From an optimization exercise on the open Yosys and OpenROAD flow, aimed at small area, a short achievable clock period and few clock cycles per item; shortcuts taken in it are not production practice. Function was checked by simulation only, so behaviour that the tests miss may differ from the original.

==> flow/design.v (outline; a module is shown in full before it is edited, if it fits) <==
// module compass_heading_hard_iron_cal: 1482 lines
module compass_heading_hard_iron_cal (
  input  logic               clk,
  input  logic               rst,
  input  logic               sample_valid,
  output logic               sample_ready,
  input  logic [1:0]         action,
  input  logic signed [15:0] mag_x,
  input  logic signed [15:0] mag_y,
  input  logic signed [15:0] mag_z,
  output logic               result_valid,
  input  logic               result_ready,
  output logic [8:0]         heading_deg,
  output logic signed [15:0] offset_x,
  output logic signed [15:0] offset_y,
  output logic signed [15:0] offset_z
);
  // ...
==> flow/flow/run.sh <==
#!/bin/bash
set -o pipefail
bash standard.sh SETUP_SLACK_MARGIN=5.7 finish > standard_flow.log 2>&1
==> flow/standard.sh <==
#!/bin/bash
# synth_recipe.tcl (not shown) runs the flow's synth.tcl, then flattens the netlist and writes it again
# the make line also repeats each setting of config.mk as NAME=value (left out here)
make -C /OpenROAD-flow-scripts/flow DESIGN_CONFIG=/design/flow/config.mk WORK_HOME=/design/flow/orfs CLKGATE_MAP_FILE= SYNTH_SCRIPT=/design/flow/synth_recipe.tcl "${@:-finish}"
==> flow/config.mk <==
export PLATFORM = sky130hd
export DESIGN_NAME = compass_heading_hard_iron_cal
export DESIGN_NICKNAME = compass_heading_hard_iron_cal
export VERILOG_FILES = /design/flow/design.v
export SDC_FILE = /design/flow/constraint.sdc
export NUM_CORES = 4
export LEC_CHECK = 0
export CAP_MARGIN = 20
export CORE_MARGIN = 2
export CORE_UTILIZATION = 65
export CTS_CLUSTER_DIAMETER = 70
export CTS_CLUSTER_SIZE = 25
export SETUP_SLACK_MARGIN = 5
export SLEW_MARGIN = 20
==> flow/constraint.sdc <==
create_clock -name core_clock -period 9.0 [get_ports {clk}]
set_input_delay 1.8000 -clock core_clock [delete_from_list [all_inputs] [get_ports {clk}]]
set_output_delay 1.8000 -clock core_clock [all_outputs]
set_load 0.01 [all_outputs]
==> impl_metrics.json, run 1 <==
{
  "hold_violations": 0,
  "clk_pin_slew_ns": 0.09,
  "finalCritPeriodShare_pct": 42.1,
  "status": "no timing/DRC/antenna violations",
  "cap_violations": 0,
  "nFillCells": 8663,
  "utilization_pct": 79.6,
  "dieArea_um2": 142000,
  "maxSlewHeadroom_pct": 8.70,
  "m1WireLength_um": 106000,
  "grt_pass1_wl_um": 382000,
  "cts.repair.resized": 698,
  "worst_ep_arrival_time_ns": 4.45,
  "cp-startpoint": "p12_Y[31]",
  "fin_skew_ns": 0.0323,
  "r2r_end": "p13_Y[30]",
  "synth_fa_ha_area_share_pct": 14.0,
  "path_depth": 14,
  "synth.distinct_cells": 120,
  "top_layer_used": "met5",
  "postCtsHoldBufs": 0,
  "rr_worst_depth": 14,
  "crit_required_ns": 9.65,
  "muxShareOfSynthArea_pct": 1.67,
  "clkCellAreaFrac_pct": 3.61,
  "syn-cell-area_um2": 90500,
  "htreeDepth": 3,
  "critical_path_class": "reg -> reg",
  "die_x_um": 377,
  "drt_first_iter_violations": 6335,
  "area_growth_pct": 21.3,
  "instances_no_fill": 12012,
  "worst_pin_slew_ns": 1.36,
  "final_common_cell": "dfxtp_1"
}
Testbench counts, summed over its fixed seeds: cycles 7,440, items 7,200.
==> inputs of run 2 (changes only) <==
==> flow/run.sh (new file) <==
#!/bin/bash
# synth_recipe.tcl (not shown) runs the flow's synth.tcl, then flattens the netlist and writes it again
# the make line also repeats each setting of config.mk as NAME=value (left out here)
make -C /OpenROAD-flow-scripts/flow DESIGN_CONFIG=/design/flow/config.mk WORK_HOME=/design/flow/orfs CLKGATE_MAP_FILE= SYNTH_SCRIPT=/design/flow/synth_recipe.tcl finish
--- a/flow/config.mk
+++ b/flow/config.mk
@@ -7,7 +7,7 @@
 export LEC_CHECK = 0
 export CAP_MARGIN = 20
 export CORE_MARGIN = 2
-export CORE_UTILIZATION = 65
+export CORE_UTILIZATION = 60
 export CTS_CLUSTER_DIAMETER = 70
 export CTS_CLUSTER_SIZE = 25
 export SETUP_SLACK_MARGIN = 5
removed: flow/flow/run.sh
removed: flow/standard.sh
==> impl_metrics.json, run 2 <==
{
  "hold_violations": 0,
  "instances_no_fill": 11678,
  "synth_top_area_share_pct": 32.1,
  "slowest_delay_ns": 0.70,
  "antenna_found_initial": 13,
  "wire_per_inst_um": 19.3,
  "dieArea_um2": 154000,
  "grt_pass1_vias": 65162,
  "reg2reg_setup_slack_ns": 5.01,
  "ys_ff_latch": 1630,
  "layout_common_cells": "dfxtp_1 (1433), xnor2_1 (1014), ha_1 (919)",
  "cts_buffers": 106,
  "htreeDepth": 3,
  "fin_skew_ns": 0.0321,
  "finalCritPeriodShare_pct": 44.4,
  "critPathBufInv": 4,
  "syn_nets": 10526,
  "nFillCells": 12371,
  "io_buffers": 112,
  "synth_top_area_cell": "dfxtp_1",
  "area_growth_pct": 8.93,
  "synth.distinct_cells": 120,
  "viasPerCell": 5.79,
  "cp_common_cell": "nand3_1",
  "cpLargestDelayFamily": "compound AO/OA/AOI/OAI gates",
  "grt_pass1_wl_um": 353000,
  "route.detailed.drc": 0,
  "ys_seq_area_share_pct": 38.1,
  "crit_fanout": 48,
  "numClockSinks": 1630,
  "ys_warn_count": 1,
  "core-area_um2": 150000,
  "min_period_ns": 3.99,
  "rsz0062_at_grt": "false",
  "clk_pin_slew_ns": 0.09,
  "overflow": 0,
  "place_congestion": 0.930,
  "synthArstFlopShare_pct": 0,
  "hp-class": "reg -> reg",
  "status": "no timing/DRC/antenna violations",
  "drive_gt1_share_pct": 5.04,
  "avgSynthCellArea_um2": 9.53,
  "io_pins": 113,
  "endpoint_kind": "flip-flop",
  "start_util_pct": 60.4,
  "cpMaxStageDelayCell": "a2111oi_1",
  "cts_root_buffer": "clkbuf_16",
  "synth-edff-count": 180,
  "fin_tns_setup_ns": 0,
  "drt_first_iter_violations": 4170,
  "synth_area_leaders": "dfxtp_1 (32%), ha_1 (13%), xnor2_1 (9.8%), edfxtp_1 (6.0%), xor2_1 (5.2%)",
  "critical_path_class": "reg -> reg",
  "dp_hpwl_um": 176000,
  "ff_latch_area_um2": 34500,
  "crit_required_ns": 9.60,
  "setup_viol": 0,
  "finalMaxSlewViolations": 0,
  "postCtsHoldBufs": 0,
  "netlist_instances": 9495,
  "drt-pass1-iter-count": 5,
  "final_common_cell": "dfxtp_1",
  "clockBufferDepth": 3,
  "wl_um": 225000,
  "startpoint_type": "flip-flop",
  "synthFlopType": "dfxtp_1",
  "antenna_left": 0,
  "core.rowCount": 142,
  "cap_violations": 0,
  "vias": 67584,
  "maxSlewHeadroom_pct": 29.4,
  "syn-cell-area_um2": 90500,
  "n_antenna_cell": 0,
  "clk_latency_ns": 0.76,
  "cts_tree": "built",
  "grt_start_max_net_pins": 97,
  "multi_input_area_um2": 54000,
  "grt_usage_pct": 28.6,
  "utilization_pct": 65.8,
  "die_x_um": 392,
  "yosysMostFrequentCell": "dfxtp_1",
  "worst_pin_slew_ns": 1.06,
  "synth_common_cells": "dfxtp_1 (1450), xnor2_1 (1014), ha_1 (922), nor2_1 (728), a21oi_1 (642)",
  "die_h_um": 392,
  "dp_cells": 11432,
  "fin_ws_ns": 5.01,
  "fmax_mhz": 250,
  "dp_slack_ns": 3.72,
  "timing.critical_path.cells": "inv_1 -> ha_1 -> buf_4 -> nor2b_2 -> and2_2 -> a221o_1 -> a2111oi_1 -> a41oi_1 -> nand3_1 -> nor4_4 -> buf_6 -> nor3b_4 -> buf_12 -> nand3_1 -> a21oi_1",
  "nNetsFinal": 10610,
  "worst_ep_arrival_time_ns": 4.60
}
run 2: cell counts after synthesis:
No cell type changed its count.
run 2: path summary, 6_finish.rpt:
kind	from	end	depth (start not counted)
hold / removal	p14_tag[0]	p15_tag[0]	0
setup reg to reg	q_rd[1]	offset_x[9]	15
setup / recovery	q_rd[1]	offset_x[9]	15
hold reg to reg	p14_tag[0]	p15_tag[0]	0
run 2: worst reg2reg max path, cell delays in order (launching register included):
cell,delay (ns)
dfxtp_1,0.46
inv_1,0.12
ha_1,0.19
buf_4,0.21
nor2b_2,0.21
and2_2,0.26
a221o_1,0.31
a2111oi_1,0.70
a41oi_1,0.27
nand3_1,0.20
nor4_4,0.08
buf_6,0.19
nor3b_4,0.22
buf_12,0.18
nand3_1,0.15
a21oi_1,0.09
run 2: area by class of cell:
| class | instances | share of cell area [%] |
|---|---|---|
| clock buffer | 114 | 2.81 |
| clock inverter | 77 | 1.05 |
| inverter | 417 | 1.60 |
| multi-input combinational | 7218 | 54.8 |
| sequential | 1630 | 35.0 |
| tap | 2016 | 2.56 |
| timing repair buffer | 206 | 2.23 |
run 2: metal layers:
metal  global-route usage (%)  vias to the layer above  share of wire, %  wire length, um
li1                         -                    33663                 -                -
met4                     8.75                       20               3.3             7380
met2                     49.2                     1452                47           107000
met3                     3.40                      379               4.5            10200
met1                     37.6                    32070                45           101000
met5                        0                        -             0.055              125
run 2: logic make-up (layout without fill, tap and decap cells):
family | after synthesis | in the layout | synth area share (%)
simple gates | 2426 | 2426 | 13.2
xor+xnor | 1554 | 1554 | 15.0
compound gates | 2113 | 2113 | 15.2
other cells | 1 | 1 | 0.00415
flops | 1630 | 1630 | 38.1
fa+ha+maj | 978 | 978 | 14.0
buf+inv | 647 | 814 | 2.81
mux | 146 | 146 | 1.67
run 2: metrics by stage:
step,instance area (um2),hold WS (ns)
floorplan,90500,0.310
global placement,93500,0.310
detailed placement,93500,0.312
CTS,97700,0.325
global route,98500,0.327
finish,98500,0.320
run 2: repair_timing:
action | 4_1_cts | 5_1_grt
pin swaps | 2 | 12
setup endpoints to repair | 361 | 164
resized for setup | 67 | 81
buffers inserted | 11 | 40
gates cloned | 1 | 3

==> what the ideal ports hide <==
The results above use ideal ports. As a check the final layouts listed here were re-extracted and re-timed, cells and wires unchanged.
Step 1 sets driving cells, clkbuf_16 on the clock port and buf_2 on the other inputs (assumed; they add their load-dependent delay and slew).
Step 2 moves the port delays by t, midway between the first and last clock arrival at a register: inputs arrive t later, outputs are due t later. That takes back most of the time a late clock gives input paths.
a / b / c = ideal ports / drivers / drivers and shift; a / b = the first two.
run	t, ns	slack for setup (ns)	clock arrival spread, ns	slew at the worst register clock pin (ns)	cell pins on the clock port's net
run 1	0.841	5.208 / 5.208 / 4.944	0.044 / 0.043	0.10 / 0.10	1
run 2	0.836	5.007 / 5.007 / 4.626	0.038 / 0.038	0.09 / 0.09	1
After both steps every run listed still meets setup and hold. For run 2, which loses most, drivers alone change the setup slack by 0.000 ns; drivers and shift together by -0.381 ns.
